This design comes from an exercise in tuning for small area, a short achievable clock period and few clock cycles per item on the open sky130 flow, not from production work. The RTL was checked by simulation tests, not by an equivalence proof against the original design. Power and IR drop assume default switching activity.

== run 1 ==
Design oqke_top, start of the top module:
module oqke_top (
    input  logic        clk,
    input  logic        rst_n,
    input  logic        start,
    output logic        busy,
    input  logic [2:0]  req_op,
    input  logic [31:0] req_key,
    input  logic [31:0] req_new_value,
    output logic [1:0]  res_status,
    output logic [31:0] res_element,
    output logic        res_last,
    output logic [4:0]  res_entries_held,
    output logic        done
);
==> flow/config.mk <==
export PLATFORM = sky130hd
export DESIGN_NAME = oqke_top
export DESIGN_NICKNAME = oqke_top
export VERILOG_FILES = /design/flow/design.v
export SDC_FILE = /design/flow/constraint.sdc
export NUM_CORES = 4
export LEC_CHECK = 0
export CAP_MARGIN = 20
export CORE_MARGIN = 2
export CORE_UTILIZATION = 50
export CTS_CLUSTER_DIAMETER = 70
export CTS_CLUSTER_SIZE = 24
export PLACE_DENSITY = 0.65
export SETUP_SLACK_MARGIN = 2.85
export SLEW_MARGIN = 20
export TNS_END_PERCENT = 0
==> flow/constraint.sdc <==
create_clock -name core_clock -period 5.0 [get_ports {clk}]
set_input_delay 1.0000 -clock core_clock [delete_from_list [all_inputs] [get_ports {clk}]]
set_output_delay 1.0000 -clock core_clock [all_outputs]
set_load 0.01 [all_outputs]
standard.sh (not shown) runs the stock make flow with config.mk's settings and CLKGATE_MAP_FILE= SYNTH_SCRIPT=/design/flow/synth_recipe.tcl, a recipe that flattens the netlist after the stock synthesis.
==> flow/flow/run.sh <==
#!/bin/bash
set -o pipefail
export BUFFER_PORTS_ARGS="-buffer_cell sky130_fd_sc_hd__buf_2"
bash standard.sh > standard.log 2>&1
Run 1 | stages: all done | timing, DRC, antenna: all pass
Testbench counts of run 1, summed over its fixed seeds: cycles 8,870, requests 4,800.
#### Input delta (run 2 over run 1)
- swapping 0.65 for 0.7 in PLACE_DENSITY
- putting GPL_ROUTABILITY_DRIVEN at 0 where nothing was set
- swapping 50 for 55 in CORE_UTILIZATION
Compared with run 1, run 2 shows final clock skew lower by 0.0057 ns. In the final reports, the cell area of run 2 is smaller than that of run 1. In the flow results for run 2 and run 1, the proportion of cell area occupied by registers is smaller on run 1. According to the power report, total power for run 2 is lower than for run 1.
Modified inputs, run 3 compared to run 2
- GPL_ROUTABILITY_DRIVEN: 0 -> unset
- SETUP_SLACK_MARGIN: 2.85 -> 2.7
Results
Comparing critical path buffer and inverter count for run 3 and run 2, the smaller number came from run 3.
Minimum setup slack in the final design (lower): run 3
Run 3 against run 2: routed wire length fell by 7400 um; sum of met3 wire segment lengths after detailed routing decreased by about 13% relative to the old numbers; share of power burned in the clock network +1.0 points.
Total track usage in run 3 is 1.5 points below run 2.
Run 3: highest net fanout along the worst path 8 below run 2
Changes observed in run 3 relative to run 2: count of vias placed by the detailed router has decreased; number of post-CTS setup repair buffers saw a decrease; area used by multi-input combinational logic fell by 2.2%; largest net degree at the start of global routing picked up an extra 3.

---

## build 46
Starting RTL as in the previous note.
clock: 5.0 ns
lec_check: 0
cap_margin: 20
core_margin: 2
core_utilization: 58
cts_cluster_diameter: 70
cts_cluster_size: 24
place_density: 0.72
setup_slack_margin: 2.85
slew_margin: 20
tns_end_percent: 0
Scripts as last shown in full above: flow/flow/run.sh
Testbench counts of build 46, summed over its fixed seeds: cycles 8,870, requests 4,800.
> inputs changed (build 46 -> build 49)
- a change of CAP_MARGIN from 20 to 5
- an added GPL_ROUTABILITY_DRIVEN of 0
- a change of CORE_UTILIZATION from 58 to 55
- a change of SLEW_MARGIN from 20 to 5
- a change of PLACE_DENSITY from 0.72 to 0.7
## What came out
Capture point of the critical path: u_queue.g_cell[0].u_cell.entry[12] -> build 49, u_queue.g_cell[5].u_cell.hit -> build 46
The wire length the detailed router placed on met1 in build 49 was lower than what build 46 gave.
Setup slack in build 49 is larger than in build 46.
Build 46 reports its startpoint of the worst setup timing path as u_queue.u_ctrl.keya_r[6] while build 49 reports u_queue.u_ctrl.hm_r[1].
Comparing build 46 and build 49, the higher shortest period the worst path allows is on build 46.
Build 49 vs build 46 — count of buffers added by post-CTS timing repair for setup dropped by more than a quarter
In build 49 the total of clock buffers placed in the layout turned out about 10% lower than in build 46.
Going from build 46 to build 49, share of final-layout standard cells stronger than drive strength 1 shrinks by 0.74 points.
Height of the die (build 49 vs. build 46) increases by a few percent
On proportion of power drawn by the clock network, build 46 and build 49 are neck and neck.
Re sequential fraction of total cell area: build 46 and build 49 aren't equal, and the higher value belongs to build 49.
Build 49 ends up with a filler cell count that is about 10% higher than in build 46.
Reported for build 46 and build 49, area after synthesis turned out identical to the last digit.
#### Input delta (build 89 over build 49)
- a change of SLEW_MARGIN from 5 to 20
- a change of PLACE_DENSITY from 0.7 to 0.75
- a change of CAP_MARGIN from 5 to 20
==> results.txt <==
Build 49 closes out successfully: all stages finished, all timing, DRC and antenna checks passed. Build 89 reached the end of the flow, and the finished layout is clean on the timing, DRC and antenna checks. Power: build 89 and build 49 compared, higher one is build 49. From build 49 to build 89 the numbers moved as follows: area growth from synthesis to final layout lost 1.8 points; worst setup slack lost 0.090 ns; sequential share of power neither gained nor lost much. | non-clock buffer count | build 89 vs build 49 | 22 lower |. When the final numbers for build 89 and build 49 were put side by side, the combined global-route utilization of all metal layers turned out to be greater in build 49. Build 89 ends up with higher number of clock buffers in the layout than build 49 does. Comparing build 89 and build 49, the higher ratio of cells with drive above 1 in the final layout was measured on build 49. Lower relative slew slack goes to build 89 over build 49. In the flow results for build 89 and build 49, the reported clock group power is smaller on build 49.
What build 57 does differently from build 89 at the input level:
- ABC_AREA now 1, previously not set
- PLACE_DENSITY now 0.7, was 0.75
- GPL_ROUTABILITY_DRIVEN no longer set, was 0
--- outcome ---
Taking build 89 as the reference, in build 57 maximum clock frequency went up by about 4%, first-pass iteration count of the detailed router went down by 5, latest clock arrival within the worst-skew pair went down by 0.02 ns. Compared with build 89, build 57 shows a higher multi-input gate share of total cell area. Comparing build 89 and build 57, the lower via count of the routed design is on build 89. Build 57 vs. build 89: data arrival time of the critical path lower; wire length after detailed routing saw an increase; placement-stage worst setup slack has decreased; max-capacitance violation count barely changed; sum of buffers and inverters on the critical path rose 1.

---

== build 61 ==
The RTL this note starts from:
==> flow/design.v <==
package oqke_pkg;
    localparam logic [2:0] OP_INSERT  = 3'd0;
    localparam logic [2:0] OP_SEARCH  = 3'd1;
    localparam logic [2:0] OP_MODIFY  = 3'd2;
    localparam logic [2:0] OP_DELETE  = 3'd3;
    localparam logic [2:0] OP_DISPLAY = 3'd4;
    localparam logic [1:0] ST_OK      = 2'd0;
    localparam logic [1:0] ST_MISSING = 2'd1;
    localparam logic [1:0] ST_EMPTY   = 2'd2;
    localparam logic [1:0] ST_FULL    = 2'd3;
    typedef struct packed {
        logic [2:0]         op;
        logic signed [31:0] key;
        logic signed [31:0] new_value;
    } request_t;
    typedef struct packed {
        logic [1:0]         status;
        logic signed [31:0] element;
        logic               last;
        logic [4:0]         entries_held;
    } result_t;
    typedef struct packed {
        logic capture;      
        logic write_tail;   
        logic write_first;  
        logic shift;        
        logic rotate;       
    } cell_cmd_t;
endpackage
module oqke_cell (
    input  logic               clk,
    input  logic               we,       
    input  logic               sh,       
    input  logic signed [31:0] wdata,
    input  logic signed [31:0] nbr,
    input  logic signed [31:0] cmp_key,
    input  logic               eq_w,     
    input  logic               eq_nbr,   
    input  logic               held,     
    output logic signed [31:0] entry,
    output logic               eq,       
    output logic               hit       
);
    logic hold;
    assign hold = !(we || sh);
    assign eq   = held && (entry == cmp_key);
    always_ff @(posedge clk)
    begin
        entry <= ({32{we}} & wdata) | ({32{sh}} & nbr) | ({32{hold}} & entry);
        hit   <= (we & eq_w) | (sh & eq_nbr) | (hold & eq);
    end
endmodule
module oqke_ctrl #(
    parameter int DEPTH = 16,
    parameter int CW    = 5
) (
    input  logic                  clk,
    input  logic                  rst_n,
    input  logic                  start,
    output logic                  busy,
    input  oqke_pkg::request_t    request,
    output oqke_pkg::result_t     result,
    output logic                  done,
    input  logic [DEPTH-1:0]      hit_reg,
    output logic [DEPTH-1:0]      held,
    input  logic signed [31:0]    head,
    output logic [DEPTH-1:0]      we,
    output logic [DEPTH-1:0]      sh,
    output logic signed [31:0]    key,
    output logic signed [31:0]    wdata,
    input  logic                  eq_head,
    output logic                  eq_w
);
    logic               va_r;
    logic [2:0]         opa_r;
    logic signed [31:0] keya_r;
    logic signed [31:0] nva_r;
    logic               vb_r;
    logic [2:0]         opb_r;
    logic signed [31:0] wdb_r;
    logic               insb_r, modb_r, delb_r, dispb_r;
    logic               eqx_r;       
    logic [CW-1:0]      count_r, count_next;
    logic [DEPTH-1:0]   hm_r, hm_next;       
    logic               disp_r;
    logic [CW-1:0]      dleft_r;
    logic               busy_r;
    logic               done_r;
    oqke_pkg::result_t  result_r, result_next;
    logic [DEPTH-1:0]   tail, lasth, hit, after, first;
    logic               any_hit, empty, full;
    logic               is_ins, is_mod, is_del, is_disp, is_other;
    logic               rot;
    logic [CW-1:0]      cur_rem;
    logic               take;
    assign take = start && !busy_r;
    assign held  = hm_r;
    assign tail  = ~hm_r & {hm_r[DEPTH-2:0], 1'b1};
    assign lasth = hm_r & ~{1'b0, hm_r[DEPTH-1:1]};
    assign hit     = hit_reg;
    assign any_hit = |hit;
    always_comb
    begin
        for (int i = 0; i < DEPTH; i++)
            after[i] = |(hit & DEPTH'((32'd1 << (i + 1)) - 32'd1));
    end
    assign first = hit & ~(after << 1);
    assign empty    = !hm_r[0];
    assign full     = hm_r[DEPTH-1];
    assign is_ins   = insb_r;
    assign is_mod   = modb_r;
    assign is_del   = delb_r;
    assign is_disp  = dispb_r;
    assign is_other = opb_r > oqke_pkg::OP_DISPLAY;
    assign rot     = (is_disp && !empty) || disp_r;
    assign cur_rem = disp_r ? dleft_r : count_r;
    assign wdata = rot ? head : wdb_r;
    assign key   = keya_r;
    assign eq_w  = rot ? eq_head : eqx_r;
    always_comb
    begin
        for (int i = 0; i < DEPTH; i++)
        begin
            we[i] = (is_ins && !full && tail[i]) || (is_mod && first[i]) || (rot && lasth[i]);
            sh[i] = (is_del && after[i]) || (rot && held[i] && !lasth[i]);
        end
    end
    always_comb
    begin
        count_next = count_r;
        hm_next    = hm_r;
        if (is_ins && !full)
        begin
            count_next = count_r + CW'(1);
            hm_next    = {hm_r[DEPTH-2:0], 1'b1};
        end
        else if (is_del && any_hit)
        begin
            count_next = count_r - CW'(1);
            hm_next    = {1'b0, hm_r[DEPTH-1:1]};
        end
    end
    always_comb
    begin
        result_next.element      = '0;
        result_next.last         = 1'b1;
        result_next.entries_held = 5'(count_next);
        if (opb_r == oqke_pkg::OP_INSERT)
            result_next.status = full ? oqke_pkg::ST_FULL : oqke_pkg::ST_OK;
        else if (is_other)
            result_next.status = oqke_pkg::ST_OK;
        else if (empty)
            result_next.status = oqke_pkg::ST_EMPTY;
        else if (!any_hit && opb_r != oqke_pkg::OP_DISPLAY)
            result_next.status = oqke_pkg::ST_MISSING;
        else
            result_next.status = oqke_pkg::ST_OK;
        if (rot)
        begin
            result_next.status  = oqke_pkg::ST_OK;
            result_next.element = head;
            result_next.last    = (cur_rem == CW'(1));
        end
    end
    always_ff @(posedge clk or negedge rst_n)
    begin
        if (!rst_n)
        begin
            va_r    <= 1'b0;
            vb_r    <= 1'b0;
            insb_r  <= 1'b0;
            modb_r  <= 1'b0;
            delb_r  <= 1'b0;
            dispb_r <= 1'b0;
            count_r <= '0;
            hm_r    <= '0;
            disp_r  <= 1'b0;
            busy_r  <= 1'b0;
            done_r  <= 1'b0;
        end
        else
        begin
            va_r    <= take;
            vb_r    <= va_r;
            insb_r  <= va_r && (opa_r == oqke_pkg::OP_INSERT);
            modb_r  <= va_r && (opa_r == oqke_pkg::OP_MODIFY);
            delb_r  <= va_r && (opa_r == oqke_pkg::OP_DELETE);
            dispb_r <= va_r && (opa_r == oqke_pkg::OP_DISPLAY);
            count_r <= count_next;
            hm_r    <= hm_next;
            disp_r  <= rot && (cur_rem != CW'(1));
            busy_r  <= (take && request.op == oqke_pkg::OP_DISPLAY)
                    || (va_r && opa_r == oqke_pkg::OP_DISPLAY && hm_next[2])
                    || (rot && cur_rem >= CW'(4));
            done_r  <= vb_r || disp_r;
        end
    end
    always_ff @(posedge clk)
    begin
        opa_r    <= request.op;
        keya_r   <= request.key;
        nva_r    <= request.new_value;
        opb_r    <= opa_r;
        wdb_r    <= (opa_r == oqke_pkg::OP_INSERT) ? keya_r : nva_r;
        eqx_r    <= (request.key == ((opa_r == oqke_pkg::OP_INSERT) ? keya_r : nva_r));
        dleft_r  <= cur_rem - CW'(1);
        result_r <= result_next;
    end
    assign busy   = busy_r;
    assign done   = done_r;
    assign result = result_r;
endmodule
module ordered_queue_with_key_edit #(
    parameter int DEPTH = 16
) (
    input  logic                clk,
    input  logic                rst_n,
    input  logic                start,
    output logic                busy,
    input  oqke_pkg::request_t  request,
    output oqke_pkg::result_t   result,
    output logic                done
);
    localparam int CW = $clog2(DEPTH + 1);
    logic [DEPTH-1:0]   eq, hit, we, sh, held;
    logic signed [31:0] key, wdata;
    logic               eq_w;
    logic signed [31:0] entry [DEPTH];
    oqke_ctrl #(
        .DEPTH (DEPTH),
        .CW    (CW)
    ) u_ctrl (
        .clk     (clk),
        .rst_n   (rst_n),
        .start   (start),
        .busy    (busy),
        .request (request),
        .result  (result),
        .done    (done),
        .hit_reg (hit),
        .held    (held),
        .head    (entry[0]),
        .we      (we),
        .sh      (sh),
        .key     (key),
        .wdata   (wdata),
        .eq_head (eq[0]),
        .eq_w    (eq_w)
    );
    for (genvar i = 0; i < DEPTH; i++)
    begin : g_cell
        localparam int N = (i == DEPTH - 1) ? i : i + 1;
        oqke_cell u_cell (
            .clk     (clk),
            .we      (we[i]),
            .sh      (sh[i]),
            .wdata   (wdata),
            .nbr     (entry[N]),
            .cmp_key (key),
            .eq_w    (eq_w),
            .eq_nbr  ((i == DEPTH - 1) ? 1'b0 : eq[N]),
            .held    (held[i]),
            .entry   (entry[i]),
            .eq      (eq[i]),
            .hit     (hit[i])
        );
    end
endmodule
module oqke_top (
    input  logic        clk,
    input  logic        rst_n,
    input  logic        start,
    output logic        busy,
    input  logic [2:0]  req_op,
    input  logic [31:0] req_key,
    input  logic [31:0] req_new_value,
    output logic [1:0]  res_status,
    output logic [31:0] res_element,
    output logic        res_last,
    output logic [4:0]  res_entries_held,
    output logic        done
);
    oqke_pkg::request_t request;
    oqke_pkg::result_t  result;
    assign request.op        = req_op;
    assign request.key       = req_key;
    assign request.new_value = req_new_value;
    ordered_queue_with_key_edit #(
        .DEPTH (16)
    ) u_queue (
        .clk     (clk),
        .rst_n   (rst_n),
        .start   (start),
        .busy    (busy),
        .request (request),
        .result  (result),
        .done    (done)
    );
    assign res_status       = result.status;
    assign res_element      = result.element;
    assign res_last         = result.last;
    assign res_entries_held = result.entries_held;
endmodule
Settings: LEC_CHECK=0, CAP_MARGIN=20, CORE_MARGIN=2, CORE_UTILIZATION=55, CTS_CLUSTER_DIAMETER=70, CTS_CLUSTER_SIZE=24, PLACE_DENSITY=0.7, SETUP_SLACK_MARGIN=2.65, SLEW_MARGIN=20, TNS_END_PERCENT=10; clock period 5.0 ns.
run.sh (not shown) runs the stock make flow with config.mk's settings and CLKGATE_MAP_FILE= SYNTH_SCRIPT=/design/flow/synth_recipe.tcl, a recipe that flattens the netlist after the stock synthesis.
Stock flow here: none of the scripts above is used.
Testbench counts of build 61, summed over its fixed seeds: cycles 8,870, requests 4,800.
Input changes introduced in build 1 (baseline for comparison: build 61):
- a change of SETUP_SLACK_MARGIN from 2.65 to 2.8
- a deleted TNS_END_PERCENT that had been 10
- a deleted CTS_CLUSTER_DIAMETER that had been 70
- a change of CORE_UTILIZATION from 55 to 50
- a deleted CTS_CLUSTER_SIZE that had been 24
- a deleted PLACE_DENSITY that had been 0.7
Notes after the runs:
- Build 1 vs build 61 on cell count: build 1 is the higher one.
- Worst hold slack across all endpoints: build 1 < build 61
- The estimated power of build 1 ends up higher than the estimate for build 61.
- Diff build 61 -> build 1: power drawn by the sequential cells grew by about 1%; global router's overall resource usage grew by 1.4 points; number of placement rows grew by 4; count of nets left with antenna violations after detail routing held steady; horizontal extent of the die grew by 4.8%.
- Taking build 61 as the reference point, the fraction of layout instances using a drive strength above 1 of build 1 rises by 16 points.
- Comparing routed wire length for build 1 and build 61, the bigger number came from build 1.

-- separate check: timing with driven ports --
No port has a modelled driver above. Below, the same layouts with a new extraction and two added sets of constraints.
Step 1 assumes that a clkbuf_16 drives the clock port and a buf_2 every other input.
Step 2 adds t to the input delays and takes it off the output delays; t is the mean of the earliest and latest rising clock arrival at the registers after step 1. Input paths then give back, and output paths get back, about the clock's delay inside the block.
Three values: ideal ports, drivers, drivers and shift; two values: the first two.
run | t, ns | slack for setup (ns) | worst setup path at the end | clock arrival spread, ns | worst data-port slew with drivers (ns)
run 1 | 0.689 | 2.545 / 2.545 / 1.970 | input to register | 0.038 / 0.039 | 0.08
run 2 | 0.687 | 2.687 / 2.671 / 2.040 | input to register | 0.032 / 0.032 | 0.08
run 3 | 0.675 | 2.555 / 2.555 / 2.252 | input to register | 0.035 / 0.035 | 0.09
build 46 | 0.675 | 2.587 / 2.587 / 2.019 | input to register | 0.032 / 0.032 | 0.09
build 49 | 0.674 | 2.644 / 2.644 / 2.075 | input to register | 0.026 / 0.026 | 0.08
build 89 | 0.706 | 2.554 / 2.554 / 1.908 | input to register | 0.052 / 0.052 | 0.07
build 57 | 0.702 | 2.649 / 2.601 / 2.649 | register to register | 0.036 / 0.036 | 0.06
build 61 | 0.679 | 2.396 / 2.366 / 2.050 | input to register | 0.031 / 0.030 | 0.09
build 1 | 0.700 | 2.462 / 2.462 / 2.172 | input to register | 0.036 / 0.037 | 0.07
After both steps every run listed still meets setup and hold. For run 2, which loses most, drivers alone change the setup slack by -0.016 ns; drivers and shift together by -0.647 ns.
